Background: an optimization exercise with open tools, aiming at small area, a short achievable clock period and few clock cycles per item. Do not read the settings as production practice. In this exercise RTL edits were held to simulation tests only and were not proved equivalent to the original. Power figures rest on the tool's default switching activity, not on a simulated workload.

## linear_key_value_table_core
module linear_key_value_table_core #(
   parameter int DEPTH    = lkv_pkg::DEPTH_DEFAULT,
   parameter int KEY_BITS = lkv_pkg::KEY_BITS_DEFAULT
) (
   input  logic                              clock,
   input  logic                              reset,
   input  logic                              req_valid,
   output logic                              req_ready,
   input  logic [lkv_pkg::REQ_TYPE_W-1:0]    req_type,
   input  logic [lkv_pkg::KEY_W-1:0]         req_key,
   input  logic [lkv_pkg::VALUE_W-1:0]       req_value,
   output logic                              rsp_valid,
   input  logic                              rsp_ready,
   output logic [lkv_pkg::STATUS_W-1:0]      rsp_status,
   output logic [lkv_pkg::VALUE_W-1:0]       rsp_value_out,
   output logic [lkv_pkg::ENTRY_COUNT_W-1:0] rsp_entry_count,
   output logic                              rsp_is_empty
);
For scale: ~1100 flip-flops, ~110 I/O pins.
export LEC_CHECK = 0
export CAP_MARGIN = 20
export CORE_MARGIN = 2
export CORE_UTILIZATION = 60
export CTS_CLUSTER_DIAMETER = 90
export CTS_CLUSTER_SIZE = 30
export SETUP_SLACK_MARGIN = 2.6
export SLEW_MARGIN = 20
create_clock -name core_clock -period 5.0 [get_ports {clock}]
standard.sh (not shown) runs the stock make flow with config.mk's settings and CLKGATE_MAP_FILE= SYNTH_SCRIPT=/design/flow/synth_recipe.tcl, a recipe that flattens the netlist after the stock synthesis.
==> flow/flow/run.sh <==
#!/bin/bash
# The standard layout, with plain buffers (not delay cells) on the ports
set -euo pipefail
bash standard.sh BUFFER_PORTS_ARGS="-buffer_cell sky130_fd_sc_hd__buf_4" finish > standard_flow.log 2>&1
Testbench counts at the start, summed over its fixed seeds: cycles 12,016, items 12,000.
==> next run, changes <==
Settings changed: CORE_UTILIZATION 60 to 75, CTS_CLUSTER_DIAMETER 90 to unset, CTS_CLUSTER_SIZE 30 to unset, PLACE_DENSITY set to 0.8.
The new run ran to the end with no violations.
Sequential share of layout area stays flat.
Core utilization is higher by 18 points.
Wire length is higher by a few percent.
==> next run, changes <==
==> flow/flow/run.sh (replaced) <==
#!/bin/bash
# The standard layout, with plain buffers (not delay cells) on the ports
set -euo pipefail
bash standard.sh BUFFER_PORTS_ARGS="-buffer_cell sky130_fd_sc_hd__buf_1" finish > standard_flow.log 2>&1
Settings changed: PLACE_DENSITY 0.8 to unset.
Outcome: The changed run finished with timing, DRC and antenna clean; power goes down slightly; via count climbs by a few percent; utilization rises by 0.42 points; global-route usage hardly moves; synthesized area is unchanged.
==> next run, changes <==
==> flow/flow/run.sh (replaced) <==
#!/bin/bash
# The standard layout, with plain buffers (not delay cells) on the ports
set -euo pipefail
bash standard.sh BUFFER_PORTS_ARGS="-buffer_cell sky130_fd_sc_hd__buf_4" finish > standard_flow.log 2>&1
Settings changed: CORE_UTILIZATION 75 to 60.
Effect: Synthesized cell count stays the same. Via count went down by 11%. Global-route usage is lower by 10 points. Wire length goes down by 12%. Worst setup slack improves by 0.047 ns.
==> next run, changes <==
Settings changed: SETUP_SLACK_MARGIN 2.6 to 2.8.
Effect: Utilization climbs by 6.6 points; final area is higher by 9.3%; via count grows by 8.7%; total power went up by 2.3%; fmax drops by 1.8%; worst setup slack loses 0.046 ns; non-clock buffer count climbs by 208; clock skew goes down by 0.018 ns; combinational power is higher by 22%.
==> next run, changes <==
==> flow/flow/run.sh (replaced) <==
#!/bin/bash
# The standard layout, with plain buffers (not delay cells) on the ports
set -euo pipefail
bash standard.sh BUFFER_PORTS_ARGS="-buffer_cell sky130_fd_sc_hd__buf_2" finish > standard_flow.log 2>&1
Settings changed: CORE_UTILIZATION 60 to 75, SETUP_SLACK_MARGIN 2.8 to 2.6.
What happened: Sequential share of layout area grows by 6.3 points. Final area shrinks by 9.7%. Worst setup slack gains 0.073 ns. Total power shrinks by 2.5%. Via count shrinks by 1.0%.

* * *

Setup of v25:
The RTL this note starts from:
==> flow/design.v <==
`timescale 1ns / 1ps
package lkv_pkg;
   localparam int DEPTH_DEFAULT    = 16;
   localparam int KEY_BITS_DEFAULT = 32;
   localparam int QUEUE_DEPTH      = 2;
   localparam int REQ_TYPE_W    = 2;
   localparam int KEY_W         = 32;
   localparam int VALUE_W       = 32;
   localparam int STATUS_W      = 2;
   localparam int ENTRY_COUNT_W = 5;
   localparam logic [REQ_TYPE_W-1:0] REQ_LOOKUP = 2'd0;
   localparam logic [REQ_TYPE_W-1:0] REQ_INSERT = 2'd1;
   localparam logic [REQ_TYPE_W-1:0] REQ_REMOVE = 2'd2;
   localparam logic [STATUS_W-1:0] STATUS_OK   = 2'd0;
   localparam logic [STATUS_W-1:0] STATUS_MISS = 2'd1;
   localparam logic [STATUS_W-1:0] STATUS_FULL = 2'd2;
   typedef struct packed {
      logic is_insert;
      logic is_remove;
   } op_type;
   localparam int OP_W = 2;
   typedef enum logic [4:0] {
      ST_IDLE       = 5'b00001,
      ST_SEARCH     = 5'b00010,
      ST_FETCH_LAST = 5'b00100,
      ST_DONE       = 5'b01000,
      ST_SPARE      = 5'b10000
   } back_state_type;
endpackage
`timescale 1ns / 1ps
module linear_key_value_table_core #(
   parameter int DEPTH    = lkv_pkg::DEPTH_DEFAULT,
   parameter int KEY_BITS = lkv_pkg::KEY_BITS_DEFAULT
) (
   input  logic                              clock,
   input  logic                              reset,
   input  logic                              req_valid,
   output logic                              req_ready,
   input  logic [lkv_pkg::REQ_TYPE_W-1:0]    req_type,
   input  logic [lkv_pkg::KEY_W-1:0]         req_key,
   input  logic [lkv_pkg::VALUE_W-1:0]       req_value,
   output logic                              rsp_valid,
   input  logic                              rsp_ready,
   output logic [lkv_pkg::STATUS_W-1:0]      rsp_status,
   output logic [lkv_pkg::VALUE_W-1:0]       rsp_value_out,
   output logic [lkv_pkg::ENTRY_COUNT_W-1:0] rsp_entry_count,
   output logic                              rsp_is_empty
);
   localparam int VW = lkv_pkg::VALUE_W;
   localparam int CW = lkv_pkg::ENTRY_COUNT_W;
   logic                r_v, r_ins, r_rem;
   logic [KEY_BITS-1:0] r_key;
   logic [VW-1:0]       r_val;
   logic                rdy_ff;
   logic [DEPTH-1:0]    tv;
   logic [KEY_BITS-1:0] tk [DEPTH];
   logic [VW-1:0]       tval [DEPTH];
   logic [CW-1:0]       cnt;
   logic                o_v, o_empty;
   logic [1:0]          o_st;
   logic [VW-1:0]       o_val;
   logic [CW-1:0]       o_cnt;
   logic                s_v;
   logic [1:0]          s_st;
   logic [VW-1:0]       s_val;
   logic                issue, hit, full, ins_ok, rem_ok, o_free, s_v_in, r_v_in;
   logic [DEPTH-1:0]    m, f, sel;
   logic [1:0]          n_st;
   logic [VW-1:0]       n_val;
   logic [CW-1:0]       cnt_in;
   logic                empty_in;
   assign issue = r_v && !s_v;
   assign full  = cnt[CW-1];
   always_comb begin
      logic seen;
      seen = 1'b0;
      for (int i = 0; i < DEPTH; i++) begin
         f[i] = !tv[i] && !seen;
         seen = seen || !tv[i];
      end
   end
   for (genvar i = 0; i < DEPTH; i++) begin : g_cmp
      assign m[i]   = tv[i] && (tk[i] == r_key);
      assign sel[i] = m[i] && !r_ins;
   end
   assign hit    = |m;
   assign ins_ok = issue && r_ins && !hit && !full;
   assign rem_ok = issue && r_rem && hit;
   always_comb begin
      n_val = '0;
      for (int i = 0; i < DEPTH; i++) n_val = n_val | ({VW{sel[i]}} & tval[i]);
   end
   always_comb begin
      if (r_ins) n_st = hit ? lkv_pkg::STATUS_MISS : (full ? lkv_pkg::STATUS_FULL : lkv_pkg::STATUS_OK);
      else       n_st = hit ? lkv_pkg::STATUS_OK : lkv_pkg::STATUS_MISS;
   end
   always_comb begin
      cnt_in = cnt;
      if (ins_ok) cnt_in = cnt + 1'b1;
      else if (rem_ok) cnt_in = cnt - 1'b1;
   end
   assign empty_in = (cnt == '0) ? !ins_ok : ((cnt == CW'(1)) && rem_ok);
   for (genvar i = 0; i < DEPTH; i++) begin : g_slot
      always_ff @(posedge clock) begin
         if (r_v && r_ins && f[i]) begin
            tk[i]   <= r_key;
            tval[i] <= r_val;
         end
      end
      always_ff @(posedge clock) begin
         if (reset) tv[i] <= 1'b0;
         else if (tv[i]) tv[i] <= !(rem_ok && m[i]);
         else            tv[i] <= ins_ok && f[i];
      end
   end
   assign o_free = !o_v || rsp_ready;
   assign s_v_in = s_v ? !o_free : (issue && !o_free);
   assign r_v_in = rdy_ff ? req_valid : r_v;
   always_ff @(posedge clock) begin
      if (reset) begin
         cnt    <= '0;
         r_v    <= 1'b0;
         s_v    <= 1'b0;
         o_v    <= 1'b0;
         rdy_ff <= 1'b1;
      end else begin
         cnt    <= cnt_in;
         r_v    <= r_v_in;
         s_v    <= s_v_in;
         o_v    <= o_free ? (s_v || issue) : 1'b1;
         rdy_ff <= !r_v_in || !s_v_in;
      end
   end
   always_ff @(posedge clock) begin
      if (rdy_ff) begin
         r_ins <= (req_type == lkv_pkg::REQ_INSERT);
         r_rem <= (req_type == lkv_pkg::REQ_REMOVE);
         r_key <= req_key;
         r_val <= req_value;
      end
      if (!s_v) begin
         s_st  <= n_st;
         s_val <= n_val;
      end
      if (o_free) begin
         if (s_v) begin
            o_st    <= s_st;
            o_val   <= s_val;
            o_cnt   <= cnt;
            o_empty <= (cnt == '0);
         end else begin
            o_st    <= n_st;
            o_val   <= n_val;
            o_cnt   <= cnt_in;
            o_empty <= empty_in;
         end
      end
   end
   assign req_ready       = rdy_ff;
   assign rsp_valid       = o_v;
   assign rsp_status      = o_st;
   assign rsp_value_out   = o_val;
   assign rsp_entry_count = o_cnt;
   assign rsp_is_empty    = o_empty;
endmodule
export LEC_CHECK = 0
export CAP_MARGIN = 20
export CORE_MARGIN = 2
export CORE_UTILIZATION = 40
export SLEW_MARGIN = 20
create_clock -name core_clock -period 5.0 [get_ports {clock}]
run.sh (not shown) runs the stock make flow with config.mk's settings and CLKGATE_MAP_FILE= SYNTH_SCRIPT=/design/flow/synth_recipe.tcl, a recipe that flattens the netlist after the stock synthesis.
Stock flow here: none of the scripts above is used.
v25 went all the way through synthesis, placement and routing and the layout is clean on timing, DRC and antenna.
Testbench counts of v25, summed over its fixed seeds: cycles 12,016, items 12,000.
Inputs modified between v25 and v41:
# v25
export LEC_CHECK = 0
export CAP_MARGIN = 20
export CORE_MARGIN = 2
export CORE_UTILIZATION = 40
export SLEW_MARGIN = 20
create_clock -name core_clock -period 5.0 [get_ports {clock}]
# v41
export LEC_CHECK = 0
export CAP_MARGIN = 20
export CORE_MARGIN = 2
export CORE_UTILIZATION = 40
export SETUP_SLACK_MARGIN = 3.0
export SLEW_MARGIN = 20
create_clock -name core_clock -period 5.0 [get_ports {clock}]
## What came out
Non-clock buffer instance count of the final layout on v41 is up relative to v25. The lower number of buffers created by CTS came out of v25. v41 vs. v25: power per cell area went down, global-route wire length before repair went up, final worst setup slack went up, clock period minus final worst setup slack went down. The maximum cell stage delay along the critical path in v41 was lower than what v25 gave. Compared with v25, v41 degrades leakage power summed over all cells. Delta (v41 minus v25): number of gates resized after CTS rose by 617; final standard cell area without fillers rose by 9300 um^2; final non-filler cell total rose by 449.
#### Input delta (v19 over v41)
# v41
export LEC_CHECK = 0
export CAP_MARGIN = 20
export CORE_MARGIN = 2
export CORE_UTILIZATION = 40
export SETUP_SLACK_MARGIN = 3.0
export SLEW_MARGIN = 20
create_clock -name core_clock -period 5.0 [get_ports {clock}]
# v19
export LEC_CHECK = 0
export CAP_MARGIN = 20
export CORE_MARGIN = 2
export CORE_UTILIZATION = 40
export SETUP_SLACK_MARGIN = 2.5
export SLEW_MARGIN = 20
create_clock -name core_clock -period 5.0 [get_ports {clock}]
From v41 to v19 the numbers moved as follows: maximum frequency decreased 1.2%, pre-CTS setup slack now smaller, leakage power moved down, post-layout worst setup margin has decreased, clock network area share barely changed. Cmp v19 and v41 / internal power of the cells / higher: v41. v19 vs v41, uppermost signal routing layer after detailed routing: met4 vs met5. Comparing v19 with v41, the register cell area after layout came out essentially unchanged. Of v19 and v41, the lower layout overhead on the synthesized area belongs to v19. v19: PASS, flow complete, no timing, DRC or antenna violations.

[separate check: timing with driven ports]
In the flow no input, the clock included, has a driving cell. The finished layouts below were timed again as built, in two steps. Step 1 assumes that a clkbuf_16 drives the clock port and a buf_2 every other input. Step 2 adds t to the input delays and takes it off the output delays; t is the mean of the earliest and latest rising clock arrival at the registers after step 1. Input paths then give back, and output paths get back, about the clock's delay inside the block. Slacks: ideal ports / drivers / drivers and shift; pairs: ideal ports / drivers.
run	t (ns)	setup WS [ns]	hold WS [ns]	clock arrival spread, ns
the first run of note 1	0.700	2.435 / 2.435 / 1.977	0.566 / 0.566 / 0.566	0.053 / 0.053
the second run of note 1	0.744	2.462 / 2.415 / 1.848	0.607 / 0.575 / 0.614	0.040 / 0.041
the third run of note 1	0.740	2.430 / 2.412 / 1.846	0.570 / 0.560 / 0.570	0.034 / 0.034
the fourth run of note 1	0.738	2.477 / 2.477 / 1.960	0.573 / 0.562 / 0.573	0.041 / 0.041
the fifth run of note 1	0.738	2.431 / 2.431 / 1.923	0.490 / 0.490 / 0.490	0.025 / 0.024
the sixth run of note 1	0.748	2.504 / 2.446 / 1.859	0.584 / 0.583 / 0.584	0.065 / 0.064
v25	0.768	0.673 / 0.673 / 0.673	0.480 / 0.480 / 0.480	0.054 / 0.055
v41	0.794	1.715 / 1.715 / 1.715	0.457 / 0.457 / 0.457	0.051 / 0.050
v19	0.770	1.673 / 1.673 / 1.673	0.473 / 0.473 / 0.473	0.044 / 0.043
After both steps setup and hold are still met in every run listed. For the sixth run of note 1, which loses most, drivers alone change the setup slack by -0.058 ns; drivers and shift together by -0.645 ns.
